From an optimization exercise on the open Yosys and OpenROAD flow, aimed at small area and few clock cycles per item; shortcuts taken in it are not production practice.
RTL that was checked went through simulation tests only; none was proved equivalent to the original.
Only the layout flow was run in run 1; the RTL was not checked for function there.

==> flow/design.v (outline; a module is shown in full before it is edited, if it fits) <==
// module spcol_fa: 11 lines
// module spcol_ha: 10 lines
// module sprite_pair_collision_test_top: 3315 lines
module sprite_pair_collision_test_top
(
    input  logic                                 clk,
    input  logic                                 rst_n,
    input  logic                                 req_valid,
    output logic                                 req_ready,
    input  logic                                 req_use_circle,
    input  logic signed [spcol_pkg::COORD_W-1:0] req_first_x,
    input  logic signed [spcol_pkg::COORD_W-1:0] req_first_y,
    input  logic [spcol_pkg::SIZE_W-1:0]         req_first_width,
    input  logic [spcol_pkg::SIZE_W-1:0]         req_first_height,
    input  logic [spcol_pkg::RAD_W-1:0]          req_first_radius,
    input  logic signed [spcol_pkg::COORD_W-1:0] req_second_x,
    input  logic signed [spcol_pkg::COORD_W-1:0] req_second_y,
    input  logic [spcol_pkg::SIZE_W-1:0]         req_second_width,
    input  logic [spcol_pkg::SIZE_W-1:0]         req_second_height,
    input  logic [spcol_pkg::RAD_W-1:0]          req_second_radius,
    output logic                                 rsp_valid,
    input  logic                                 rsp_ready,
    output logic                                 rsp_collide
);
  // ...
==> flow/run.sh <==
#!/bin/bash
# synth_recipe.tcl (not shown) runs the flow's synth.tcl, then flattens the netlist and writes it again
# the make line also repeats each setting of config.mk as NAME=value (left out here)
make -C /OpenROAD-flow-scripts/flow DESIGN_CONFIG=/design/flow/config.mk WORK_HOME=/design/flow/orfs CLKGATE_MAP_FILE= SYNTH_SCRIPT=/design/flow/synth_recipe.tcl finish
==> flow/config.mk <==
export PLATFORM = sky130hd
export DESIGN_NAME = sprite_pair_collision_test_top
export DESIGN_NICKNAME = sprite_pair_collision_test_top
export VERILOG_FILES = /design/flow/design.v
export SDC_FILE = /design/flow/constraint.sdc
export NUM_CORES = 4
export LEC_CHECK = 0
export ABC_AREA = 1
export CAP_MARGIN = 20
export CORE_MARGIN = 2
export CORE_UTILIZATION = 40
export SLEW_MARGIN = 20
export SYNTH_HIERARCHICAL = 1
==> flow/constraint.sdc <==
create_clock -name core_clock -period 11.0 [get_ports {clk}]
set_input_delay 2.2000 -clock core_clock [delete_from_list [all_inputs] [get_ports {clk}]]
set_output_delay 2.2000 -clock core_clock [all_outputs]
set_load 0.01 [all_outputs]
==> impl_table.tex, run 1 <==
\begin{tabular}{lr}
\hline
Metric & Value \\
\hline
\multicolumn{2}{l}{\textbf{Floorplanning}} \\
DIE WIDTH & 314 um \\
Row count & 113 \\
Taps Inserted & 1265 \\
\multicolumn{2}{l}{\textbf{Cells and area}} \\
Design Area, Final & 42500 um\^{}2 \\
Final std cells w/o fill & 5849 \\
Buffers, non-clock & 172 \\
Diode insertion count for antenna repair & 1 \\
Seq cells & 364 \\
\#MultiIn Comb & 3195 \\
Post-layout util & 44.7\% \\
\multicolumn{2}{l}{\textbf{Timing}} \\
Crit share post-route & 85.1\% \\
Max transition margin & 44.0\% \\
Final Hold Slack & 314 ps \\
\multicolumn{2}{l}{\textbf{Place}} \\
Detailed Place HPWL & 71.2 mm \\
Post-placement setup slack & 1080 ps \\
Area post-placement & 41100 um\^{}2 \\
\multicolumn{2}{l}{\textbf{Routing}} \\
First drt pass iteration count & 5 \\
Wire length on met2 & 41.2 mm \\
\multicolumn{2}{l}{\textbf{Setup path}} \\
Delay of the slowest critical-path stage & 680 ps \\
Type of the worst setup path & in2reg \\
CP most frequent cell & sky130\_fd\_sc\_hd\_\_o21ai\_0 \\
Arrival time at the worst endpoint & 9830 ps \\
CP required & 11460 ps \\
Crit path max-delay cell type & sky130\_fd\_sc\_hd\_\_nand3b\_1 \\
\multicolumn{2}{l}{\textbf{Outcome}} \\
Status & timing/DRC/antenna clean \\
\multicolumn{2}{l}{\textbf{Yosys}} \\
Multiplexer fraction of the synthesized cell area & 0.0261\% \\
Ranking of synthesized cells by area & sky130\_fd\_sc\_hd\_\_fa\_1 26\%, sky130\_fd\_sc\_hd\_\_dfxtp\_1 16\%, sky130\_fd\_sc\_hd\_\_ha\_1 14\%, sky130\_fd\_sc\_hd\_\_nand2\_1 9.4\%, sky130\_fd\_sc\_hd\_\_inv\_1 7.4\% \\
Synthesized area per cell & 8.61 um\^{}2 \\
Sequential fraction of the synthesis area & 20.3\% \\
Share of the synthesized netlist area taken by xor and xnor gates & 8.72\% \\
Post-Syn Instances & 4452 \\
Largest family of logic cells by synthesized area & adder cells \\
Post-synth EDFFs & 40 \\
\multicolumn{2}{l}{\textbf{Global route}} \\
Number of antenna violations at the first check in global routing & 1 \\
First-pass GRT wire length & 147 mm \\
\multicolumn{2}{l}{\textbf{CTS}} \\
Buffers inserted by post-CTS timing repair & 0 \\
\multicolumn{2}{l}{\textbf{Worst hold path}} \\
Worst hold path class & reg2reg \\
\hline
\end{tabular}
==> inputs of run 2 (changes only) <==
--- a/flow/design.v
+++ b/flow/design.v
@@ -2182,17 +2182,17 @@
     spcol_fa u_qa_327 (.a(qa_287), .b(qa_288), .c(qa_244), .s(qa_327), .co(qa_328));
     spcol_fa u_qa_329 (.a(qa_289), .b(qa_290), .c(qa_248), .s(qa_329), .co(qa_330));
     spcol_fa u_qa_331 (.a(qa_291), .b(qa_292), .c(qa_252), .s(qa_331), .co(qa_332));
     spcol_fa u_qa_333 (.a(qa_293), .b(qa_294), .c(qa_256), .s(qa_333), .co(qa_334));
     spcol_fa u_qa_335 (.a(qa_295), .b(qa_296), .c(qa_260), .s(qa_335), .co(qa_336));
     spcol_fa u_qa_337 (.a(qa_297), .b(qa_298), .c(qa_264), .s(qa_337), .co(qa_338));
     spcol_fa u_qa_339 (.a(qa_299), .b(qa_300), .c(qa_130), .s(qa_339), .co(qa_340));
     spcol_fa u_qa_341 (.a(qa_301), .b(qa_302), .c(qa_76), .s(qa_341), .co(qa_342));
-    assign a_q = {1'b0, ~qa_342, ~qa_340, ~qa_338, ~qa_336, ~qa_334, ~qa_332, ~qa_330, ~qa_328, ~qa_326, ~qa_324, ~qa_322, ~qa_320, ~qa_318, ~qa_316, ~qa_314, ~qa_312, ~qa_310, ~qa_307, qa_305, qa_304, 1'b0, ~qa_0} + {1'b0, ~qa_303, ~qa_341, ~qa_339, ~qa_337, ~qa_335, ~qa_333, ~qa_331, ~qa_329, ~qa_327, ~qa_325, ~qa_323, ~qa_321, ~qa_319, ~qa_317, ~qa_315, ~qa_313, ~qa_311, ~qa_309, ~qa_306, ~qa_67, 1'b0, ~qa_66};
+    assign a_q = ~({1'b1, qa_342, qa_340, qa_338, qa_336, qa_334, qa_332, qa_330, qa_328, qa_326, qa_324, qa_322, qa_320, qa_318, qa_316, qa_314, qa_312, qa_310, qa_307, ~qa_305, ~qa_304, 1'b1, qa_0} + {1'b1, qa_303, qa_341, qa_339, qa_337, qa_335, qa_333, qa_331, qa_329, qa_327, qa_325, qa_323, qa_321, qa_319, qa_317, qa_315, qa_313, qa_311, qa_309, qa_306, qa_67, 1'b1, qa_66} + 23'd1);
     assign a_op0 = {1'b0, a_q, 8'b0};
     assign a_cur343 = {1'b0, 1'b0, a_op0[31], a_op0[30]};
     assign a_opd344 = {~1'b0, ~1'b0, 1'b1, 1'b1};
     assign a_rem345 = a_cur343 + a_opd344;
     assign a_bit346 = ~a_rem345[2];
     assign a_cur347 = {a_rem345[2], a_rem345[1], a_rem345[0], a_op0[29], a_op0[28]};
     assign a_opd348 = {~a_rem345[2], ~a_rem345[2], (a_bit346 ^ ~a_rem345[2]), 1'b1, 1'b1};
     assign a_rem349 = a_cur347 + a_opd348;
@@ -2783,17 +2783,17 @@
     spcol_fa u_d_1135 (.a(d_1075), .b(d_1076), .c(d_1012), .s(d_1135), .co(d_1136));
     spcol_fa u_d_1137 (.a(d_1077), .b(d_1078), .c(d_1016), .s(d_1137), .co(d_1138));
     spcol_fa u_d_1139 (.a(d_1079), .b(d_1080), .c(d_1020), .s(d_1139), .co(d_1140));
     spcol_fa u_d_1141 (.a(d_1081), .b(d_1082), .c(d_1024), .s(d_1141), .co(d_1142));
     spcol_fa u_d_1143 (.a(d_1083), .b(d_1084), .c(d_1028), .s(d_1143), .co(d_1144));
     spcol_fa u_d_1145 (.a(d_1085), .b(d_1086), .c(d_1032), .s(d_1145), .co(d_1146));
     spcol_fa u_d_1147 (.a(d_1087), .b(d_1088), .c(d_683), .s(d_1147), .co(d_1148));
     spcol_fa u_d_1149 (.a(d_1089), .b(d_1090), .c(d_564), .s(d_1149), .co(d_1150));
-    assign dsq = {1'b0, ~d_1150, ~d_1148, ~d_1146, ~d_1144, ~d_1142, ~d_1140, ~d_1138, ~d_1136, ~d_1134, ~d_1132, ~d_1130, ~d_1128, ~d_1126, ~d_1124, ~d_1122, ~d_1120, ~d_1118, ~d_1116, ~d_1114, ~d_1112, ~d_1110, ~d_1108, ~d_1106, ~d_1104, ~d_1102, ~d_1100, ~d_1098, ~d_1095, d_1093, d_1092, 1'b0, ~d_413} + {1'b0, ~d_1091, ~d_1149, ~d_1147, ~d_1145, ~d_1143, ~d_1141, ~d_1139, ~d_1137, ~d_1135, ~d_1133, ~d_1131, ~d_1129, ~d_1127, ~d_1125, ~d_1123, ~d_1121, ~d_1119, ~d_1117, ~d_1115, ~d_1113, ~d_1111, ~d_1109, ~d_1107, ~d_1105, ~d_1103, ~d_1101, ~d_1099, ~d_1097, ~d_1094, ~d_550, 1'b0, ~d_549};
+    assign dsq = ~({1'b1, d_1150, d_1148, d_1146, d_1144, d_1142, d_1140, d_1138, d_1136, d_1134, d_1132, d_1130, d_1128, d_1126, d_1124, d_1122, d_1120, d_1118, d_1116, d_1114, d_1112, d_1110, d_1108, d_1106, d_1104, d_1102, d_1100, d_1098, d_1095, ~d_1093, ~d_1092, 1'b1, d_413} + {1'b1, d_1091, d_1149, d_1147, d_1145, d_1143, d_1141, d_1139, d_1137, d_1135, d_1133, d_1131, d_1129, d_1127, d_1125, d_1123, d_1121, d_1119, d_1117, d_1115, d_1113, d_1111, d_1109, d_1107, d_1105, d_1103, d_1101, d_1099, d_1097, d_1094, d_550, 1'b1, d_549} + 33'd1);
     assign rsum = f_acc + RSUM_W'(f_root);
     assign c_1151 = ~rsum[0];
     assign c_1152 = ~rsum[1];
     assign c_1153 = ~rsum[2];
     assign c_1154 = ~rsum[3];
     assign c_1155 = ~rsum[4];
     assign c_1156 = ~rsum[5];
     assign c_1157 = ~rsum[6];
@@ -3255,17 +3255,17 @@
     spcol_fa u_c_1790 (.a(c_1717), .b(c_1718), .c(c_1653), .s(c_1790), .co(c_1791));
     spcol_fa u_c_1792 (.a(c_1719), .b(c_1720), .c(c_1657), .s(c_1792), .co(c_1793));
     spcol_fa u_c_1794 (.a(c_1721), .b(c_1722), .c(f_dsq[27]), .s(c_1794), .co(c_1795));
     spcol_fa u_c_1796 (.a(c_1723), .b(c_1724), .c(f_dsq[28]), .s(c_1796), .co(c_1797));
     spcol_fa u_c_1798 (.a(c_1725), .b(c_1726), .c(f_dsq[29]), .s(c_1798), .co(c_1799));
     spcol_fa u_c_1800 (.a(c_1727), .b(c_1728), .c(f_dsq[30]), .s(c_1800), .co(c_1801));
     spcol_fa u_c_1802 (.a(c_1729), .b(c_1380), .c(f_dsq[31]), .s(c_1802), .co(c_1803));
     spcol_fa u_c_1804 (.a(c_1381), .b(c_1171), .c(f_dsq[32]), .s(c_1804), .co(c_1805));
-    assign cdiff = {1'b1, ~c_1805, ~c_1803, ~c_1801, ~c_1799, ~c_1797, ~c_1795, ~c_1793, ~c_1791, ~c_1789, ~c_1787, ~c_1785, ~c_1783, ~c_1781, ~c_1779, ~c_1777, ~c_1775, ~c_1773, ~c_1771, ~c_1769, ~c_1767, ~c_1765, ~c_1763, ~c_1761, ~c_1759, ~c_1757, ~c_1755, ~c_1753, ~c_1751, ~c_1749, ~c_1747, ~c_1745, ~c_1743, c_1741, ~c_1739, ~c_1736, ~c_1733, ~c_1731, c_1730, ~c_1173, ~c_1172, 1'b0, ~c_1151} + {1'b0, 1'b1, ~c_1804, ~c_1802, ~c_1800, ~c_1798, ~c_1796, ~c_1794, ~c_1792, ~c_1790, ~c_1788, ~c_1786, ~c_1784, ~c_1782, ~c_1780, ~c_1778, ~c_1776, ~c_1774, ~c_1772, ~c_1770, ~c_1768, ~c_1766, ~c_1764, ~c_1762, ~c_1760, ~c_1758, ~c_1756, ~c_1754, ~c_1752, ~c_1750, ~c_1748, ~c_1746, ~c_1744, ~c_1742, c_1740, ~c_1738, ~c_1735, c_1732, ~c_1153, 1'b0, ~c_1152, 1'b0, 1'b0};
+    assign cdiff = ~({1'b0, c_1805, c_1803, c_1801, c_1799, c_1797, c_1795, c_1793, c_1791, c_1789, c_1787, c_1785, c_1783, c_1781, c_1779, c_1777, c_1775, c_1773, c_1771, c_1769, c_1767, c_1765, c_1763, c_1761, c_1759, c_1757, c_1755, c_1753, c_1751, c_1749, c_1747, c_1745, c_1743, ~c_1741, c_1739, c_1736, c_1733, c_1731, ~c_1730, c_1173, c_1172, 1'b1, c_1151} + {1'b1, 1'b0, c_1804, c_1802, c_1800, c_1798, c_1796, c_1794, c_1792, c_1790, c_1788, c_1786, c_1784, c_1782, c_1780, c_1778, c_1776, c_1774, c_1772, c_1770, c_1768, c_1766, c_1764, c_1762, c_1760, c_1758, c_1756, c_1754, c_1752, c_1750, c_1748, c_1746, c_1744, c_1742, ~c_1740, c_1738, c_1735, ~c_1732, c_1153, 1'b1, c_1152, 1'b1, 1'b1} + 43'd1);
     assign collide = f_circle ? ~cdiff[42] : f_box;
     always_ff @(posedge clk)
     begin
         a_rt_r1 <= a_rtv351;
         a_rm_r1 <= a_rmv352;
         a_op_r1 <= a_op0;
         a_rt_r2 <= a_rtv377;
         a_rm_r2 <= a_rmv378;
@@ -3282,68 +3282,76 @@
         s2_box <= s1_box;
         s2_given <= s1_given;
         s2_dsq <= dsq;
         s3_circle <= s2_circle;
         s3_box <= s2_box;
         s3_given <= s2_given;
         s3_dsq <= s2_dsq;
         f_circle <= sec_3 ? f_circle : s3_circle;
-        f_box <= sec_3 ? f_box : s3_box;
+        f_box <= s3_box;
         f_dsq <= sec_3 ? f_dsq : s3_dsq;
         f_acc <= sec_3 ? f_acc + RSUM_W'(f_root) : s3_given;
         f_root <= a_root;
     end
     localparam int VL    = 4;    
-    localparam int DEPTH = 5;    
+    localparam int DEPTH = 6;    
     logic               accept, take;
     logic [VL-1:0]      vline;       
     logic [2:0]         wr_ptr, rd_ptr;
     logic [2:0]         fifo_cnt, outstanding;
     logic [DEPTH-1:0]   fifo;
     assign accept      = req_valid && req_ready;
     assign take        = rsp_valid && rsp_ready;
     assign rsp_valid   = (fifo_cnt != '0);
     assign rsp_collide = fifo[rd_ptr];
-    assign req_ready   = !phase2 && ((outstanding != 3'(DEPTH)) || take);
-    logic               v0;
-    assign v0    = (accept && !pair) || phase2;
+    assign req_ready   = (!phase2 || !req_use_circle) && ((outstanding != 3'(DEPTH)) || take);
+    logic               v0, w0;
+    logic [VL-1:0]      wline;       
+    assign w0 = phase2 && accept;
+    assign v0    = (accept && !pair && !phase2) || phase2;
     assign sec_0 = phase2;
+    logic [2:0] wr_ptr1, wr_ptr2;
+    assign wr_ptr1 = (wr_ptr == 3'(DEPTH - 1)) ? 3'(0) : wr_ptr + 3'(1);
+    assign wr_ptr2 = (wr_ptr1 == 3'(DEPTH - 1)) ? 3'(0) : wr_ptr1 + 3'(1);
     always_ff @(posedge clk or negedge rst_n)
     begin
         if (!rst_n)
         begin
             vline       <= '0;
+            wline       <= '0;
             phase2      <= 1'b0;
             sec_1 <= 1'b0;
             sec_2 <= 1'b0;
             sec_3 <= 1'b0;
             wr_ptr      <= '0;
             rd_ptr      <= '0;
             fifo_cnt    <= '0;
             outstanding <= '0;
         end
         else
         begin
             vline <= VL'({vline, v0});
+            wline <= VL'({wline, w0});
             phase2 <= accept && pair;
             sec_1 <= sec_0;
             sec_2 <= sec_1;
             sec_3 <= sec_2;
-            if (vline[VL-1])
-                wr_ptr <= (wr_ptr == 3'(DEPTH - 1)) ? '0 : wr_ptr + 3'(1);
+            wr_ptr <= wline[VL-1] ? wr_ptr2 : vline[VL-1] ? wr_ptr1 : wr_ptr;
             if (take)
                 rd_ptr <= (rd_ptr == 3'(DEPTH - 1)) ? '0 : rd_ptr + 3'(1);
-            fifo_cnt    <= fifo_cnt + 3'(vline[VL-1]) - 3'(take);
+            fifo_cnt    <= fifo_cnt + 3'(vline[VL-1]) + 3'(wline[VL-1]) - 3'(take);
             outstanding <= outstanding + 3'(accept) - 3'(take);
         end
     end
     always_ff @(posedge clk)
     begin
         if (vline[VL-1])
             fifo[wr_ptr] <= collide;
+        if (wline[VL-1])
+            fifo[wr_ptr1] <= f_box;
     end
     always_ff @(posedge clk)
     begin
         held_hw <= req_second_width[SIZE_W-1:1];
         held_hh <= req_second_height[SIZE_W-1:1];
     end
 endmodule
==> impl_table.tex, run 2 <==
\begin{tabular}{lr}
\hline
Metric & Value \\
\hline
\multicolumn{2}{l}{\textbf{Outcome}} \\
Status & timing/DRC/antenna clean \\
\multicolumn{2}{l}{\textbf{CTS}} \\
Number of clock buffers inserted by TritonCTS & 42 \\
Buffer depth of the longest clock path & 3 \\
Worst-path clk slew & 60 ps \\
Worst-Skew Late Latency & 580 ps \\
Root buffer cell & sky130\_fd\_sc\_hd\_\_clkbuf\_16 \\
CTS tree & built \\
Post-CTS Hold Fix Bufs & 0 \\
Number of levels the H-tree was split into & 2 \\
Number of sinks on the clock net & 369 \\
\multicolumn{2}{l}{\textbf{Timing}} \\
Total Negative Setup Slacks & 0 ps \\
Final setup viols & 0 \\
Crit share post-route & 90.6\% (+5.5 points) \\
Max-slew violations & 0 \\
Max Fclk & 100 MHz \\
Tmin final & 9970 ps \\
Count of endpoints failing hold in the final timing report & 0 \\
Slew at the pin closest to its max-slew limit & 1050 ps \\
Max transition margin & 29.8\% (-14 points) \\
Unrepaired setup endpoints after global routing & false \\
Clock skew after layout & 26.6 ps \\
\multicolumn{2}{l}{\textbf{Routing}} \\
DRT met1 WL & 41.1 mm \\
Drt drc & 0 \\
First-iteration detailed-routing DRC count & 1277 \\
Total length of routed met3 wires & 5.36 mm \\
Post-detailed-route count of antenna-violating nets & 0 \\
Total routed wirelength & 90.1 mm \\
Uppermost signal routing layer after detailed routing & met5 \\
First drt pass iteration count & 5 (unchanged) \\
Routed len/inst & 15.5 um \\
Total number of vias & 28500 \\
Wire length on met2 & 41.8 mm (+1.3\%) \\
Number of vias per cell after detailed routing & 4.92 \\
\multicolumn{2}{l}{\textbf{Yosys}} \\
Top cell types by occurrence after synthesis & 978 x sky130\_fd\_sc\_hd\_\_nand2\_1, 618 x sky130\_fd\_sc\_hd\_\_inv\_1, 500 x sky130\_fd\_sc\_hd\_\_fa\_1, 416 x sky130\_fd\_sc\_hd\_\_ha\_1, 311 x sky130\_fd\_sc\_hd\_\_dfxtp\_1 \\
Synthesized area per cell & 8.71 um\^{}2 (+1.2\%) \\
Sequential fraction of the synthesis area & 20.5\% (+0.16 points) \\
Async set or reset register ratio after synthesis & 6.50\% \\
Mapped Nets & 5470 \\
Cell taking the most area after synthesis & sky130\_fd\_sc\_hd\_\_fa\_1 \\
Ranking of synthesized cells by area & sky130\_fd\_sc\_hd\_\_fa\_1 26\%, sky130\_fd\_sc\_hd\_\_dfxtp\_1 16\%, sky130\_fd\_sc\_hd\_\_ha\_1 14\%, sky130\_fd\_sc\_hd\_\_nand2\_1 9.6\%, sky130\_fd\_sc\_hd\_\_inv\_1 6.1\% \\
Area share of the largest cell type after synthesis & 26.1\% \\
Post-synthesis instance area & 38300 um\^{}2 \\
Post-Syn Instances & 4397 (-1.2\%) \\
Synth Warn \# & 7 \\
Post-synth EDFFs & 34 (-15\%) \\
Number of library cell types mapped by synthesis & 54 \\
\#FFs+latches synth & 369 \\
Flip-flop cell with the highest count after synthesis & sky130\_fd\_sc\_hd\_\_dfxtp\_1 \\
Most repeated cell in the gate-level netlist after synthesis & sky130\_fd\_sc\_hd\_\_nand2\_1 \\
\multicolumn{2}{l}{\textbf{Cells and area}} \\
\# nets final & 5574 \\
Sequential standard cell area & 7850 um\^{}2 \\
Most common library cell in the layout ignoring fill and taps & sky130\_fd\_sc\_hd\_\_nand2\_1 \\
Commonest non-fill, non-tap cells in the layout & 978 x sky130\_fd\_sc\_hd\_\_nand2\_1, 617 x sky130\_fd\_sc\_hd\_\_inv\_1, 500 x sky130\_fd\_sc\_hd\_\_fa\_1, 416 x sky130\_fd\_sc\_hd\_\_ha\_1, 311 x sky130\_fd\_sc\_hd\_\_dfxtp\_1 \\
Proportion of layout cells with a drive suffix above 1 & 2.91\% \\
Total area of multi-input combinational cells & 27600 um\^{}2 \\
Largest registers in the final layout & f\_dsq x33, s2\_dsq x33, s3\_dsq x33 \\
Layout Area Growth over Synthesis & 11.3\% \\
Final std cells w/o fill & 5800 (-0.84\%) \\
Design Area, Final & 42600 um\^{}2 (+0.35\%) \\
Fill cell instance count of the final layout & 9337 \\
\multicolumn{2}{l}{\textbf{Global route}} \\
Total grt overflow & 0 \\
Vias in the first global route & 29500 \\
Largest net degree at the start of global routing & 77 \\
First-pass GRT wire length & 150 mm (+2.1\%) \\
Number of antenna violations at the first check in global routing & 7 (+6) \\
GRT Overall Usage & 18.8\% \\
\multicolumn{2}{l}{\textbf{Place}} \\
Area post-placement & 41200 um\^{}2 (about the same) \\
Detailed Place HPWL & 72.5 mm (+1.9\%) \\
Number of instances in the placed design & 5719 \\
Final weighted congestion in routability-driven placement & 0.892 \\
Number of port buffers & 155 \\
\multicolumn{2}{l}{\textbf{Setup path}} \\
CP most frequent cell & sky130\_fd\_sc\_hd\_\_nand2\_1 \\
Delay of the slowest critical-path stage & 530 ps (-150 ps) \\
Critical path endpoint category & register \\
Timing startpoint of the critical path & a\_rt\_r1[0]\$\_DFF\_P\_ \\
Arrival time at the worst endpoint & 10450 ps (+620 ps) \\
Worst flop-to-flop path startpoint & a\_rt\_r1[0]\$\_DFF\_P\_ \\
CP required & 11480 ps (+20 ps) \\
Type of the worst setup path & reg2reg \\
Maximum net fanout on the critical path & 6 \\
Startpoint types & register \\
Crit path max-delay cell type & sky130\_fd\_sc\_hd\_\_dfxtp\_1 \\
\multicolumn{2}{l}{\textbf{Floorplanning}} \\
Core area & 95000 um\^{}2 \\
Top-Level Pins & 160 \\
Vertical die dimension & 313 um \\
Effective utilization at floorplan & 40.3\% \\
DIE WIDTH & 313 um (about the same) \\
Die area & 98300 um\^{}2 \\
Row count & 113 (unchanged) \\
\multicolumn{2}{l}{\textbf{Worst hold path}} \\
Origin of the worst min-delay path & a\_op\_r1[15]\$\_DFF\_P\_ \\
Worst hold path class & reg2reg \\
\multicolumn{2}{l}{\textbf{Flow run}} \\
Max\_cap viols & 0 \\
\hline
\end{tabular}
## run 2: changes by cell type after synthesis, moves of 7 or more
cell                       previous run  this run
sky130_fd_sc_hd__a21oi_1            264       278
sky130_fd_sc_hd__dfxtp_1            304       311
sky130_fd_sc_hd__inv_1              756       618
sky130_fd_sc_hd__nand2_1            963       978
sky130_fd_sc_hd__nand3_1             89        99
sky130_fd_sc_hd__nor2_1             164       194
sky130_fd_sc_hd__o211ai_1            26        33
sky130_fd_sc_hd__o21ai_1              4        12
sky130_fd_sc_hd__xnor2_1            119       146
sky130_fd_sc_hd__xor2_1             245       214
## run 2: path summary, 6_finish.rpt
kind / endpoint / slack [ps] / cells past startpoint
setup / recovery: a_rm_r2[9]$_DFF_P_ / 1030 / 52
hold / removal: a_cur379[1]$_DFF_P_ / 320 / 0
setup reg to reg: a_rm_r2[9]$_DFF_P_ / 1030 / 52
hold reg to reg: a_cur379[1]$_DFF_P_ / 320 / 0
max in group asynchronous: sec_3$_DFF_PN0_ / 8720 / 2
min in group asynchronous: outstanding[2]$_DFF_PN0_ / 1980 / 2
## run 2: final cells by class
cell class                      count  area share, %
Clock inverter                     26          0.766
Inverter                          641           5.64
Clock buffer                       51           2.67
Multi-Input combinational cell   3270           64.8
Tap cell                         1265           3.71
Timing Repair Buffer              177           4.03
Sequential cell                   369           18.4
Antenna cell                        1        0.00587
## run 2: logic make-up after synthesis
| family | share of synthesized area, % |
|---|---|
| AND/OR/NAND/NOR | 14.8 |
| adder cells (fa/ha/maj) | 39.7 |
| buffers and inverters | 7.45 |
| AO/OA/AOI/OAI | 8.63 |
| XOR/XNOR | 8.93 |
| flip-flops | 20.5 |
| multiplexers | 0.0261 |
## run 2: routing by layer
| metal | global-route usage [%] | vias up |
|---|---|---|
| li1 | - | 14100 |
| met1 | 25.1 | 13600 |
| met2 | 31.9 | 667 |
| met3 | 3.09 | 111 |
| met4 | 4.20 | 10 |
| met5 | 0 | - |
## run 2: timing repair
action	in CTS	in global routing
setup buffers	0	3
setup endpoints to repair	0	2
resized for setup	0	1
## run 2: modules after synthesis, one instance, submodules excluded
module,flip-flops and latches,cells inside,copies in the design,area [um^2]
spcol_fa,0,1,485,20.0
sprite_pair_collision_test_top,369,3912,1,28600
## run 2: critical path, delay by kind of cell (launching register included)
| family | cells | cell delay (ps) |
|---|---|---|
| simple gates | 9 | 660 |
| compound gates | 16 | 2920 |
| xor+xnor | 14 | 3270 |
| fa+ha+maj | 6 | 1950 |
| flops | 1 | 530 |
| buf+inv | 7 | 530 |
## run 2: metrics by stage
stage          util, %  setup slack (ps)  hold slack [ps]
3_5_place_dp      43.3               517              312
4_1_cts           44.9               492              324
2_1_floorplan        -              1560              310
3_3_place_gp      43.3               754              310
6_report          44.9              1030              322
5_1_grt           44.9              47.0              328
Testbench counts of run 2, summed over its fixed seeds: cycles 12,839, items 12,000.

-- separate check: timing with driven ports --
No port has a modelled driver above. Below, the same layouts with a new extraction and two added sets of constraints. Step 1 assumes that a clkbuf_16 drives the clock port and a buf_2 every other input. Step 2 also shifts input and output timing later by t, the mid clock arrival at the registers, as if the neighbouring blocks saw the same clock. a / b / c = no drivers / after step 1 / after step 2; a / b = the first two.
run | t, ns | setup slack, ns | worst setup path at the end
run 1 | 0.622 | 1.634 / 1.664 / 1.052 | input to register
run 2 | 0.633 | 1.029 / 1.029 / 1.029 | register to register
After both steps every run listed still meets setup and hold. The setup slack of run 1, which loses most, moves by +0.030 ns with the drivers and by -0.582 ns with both steps.
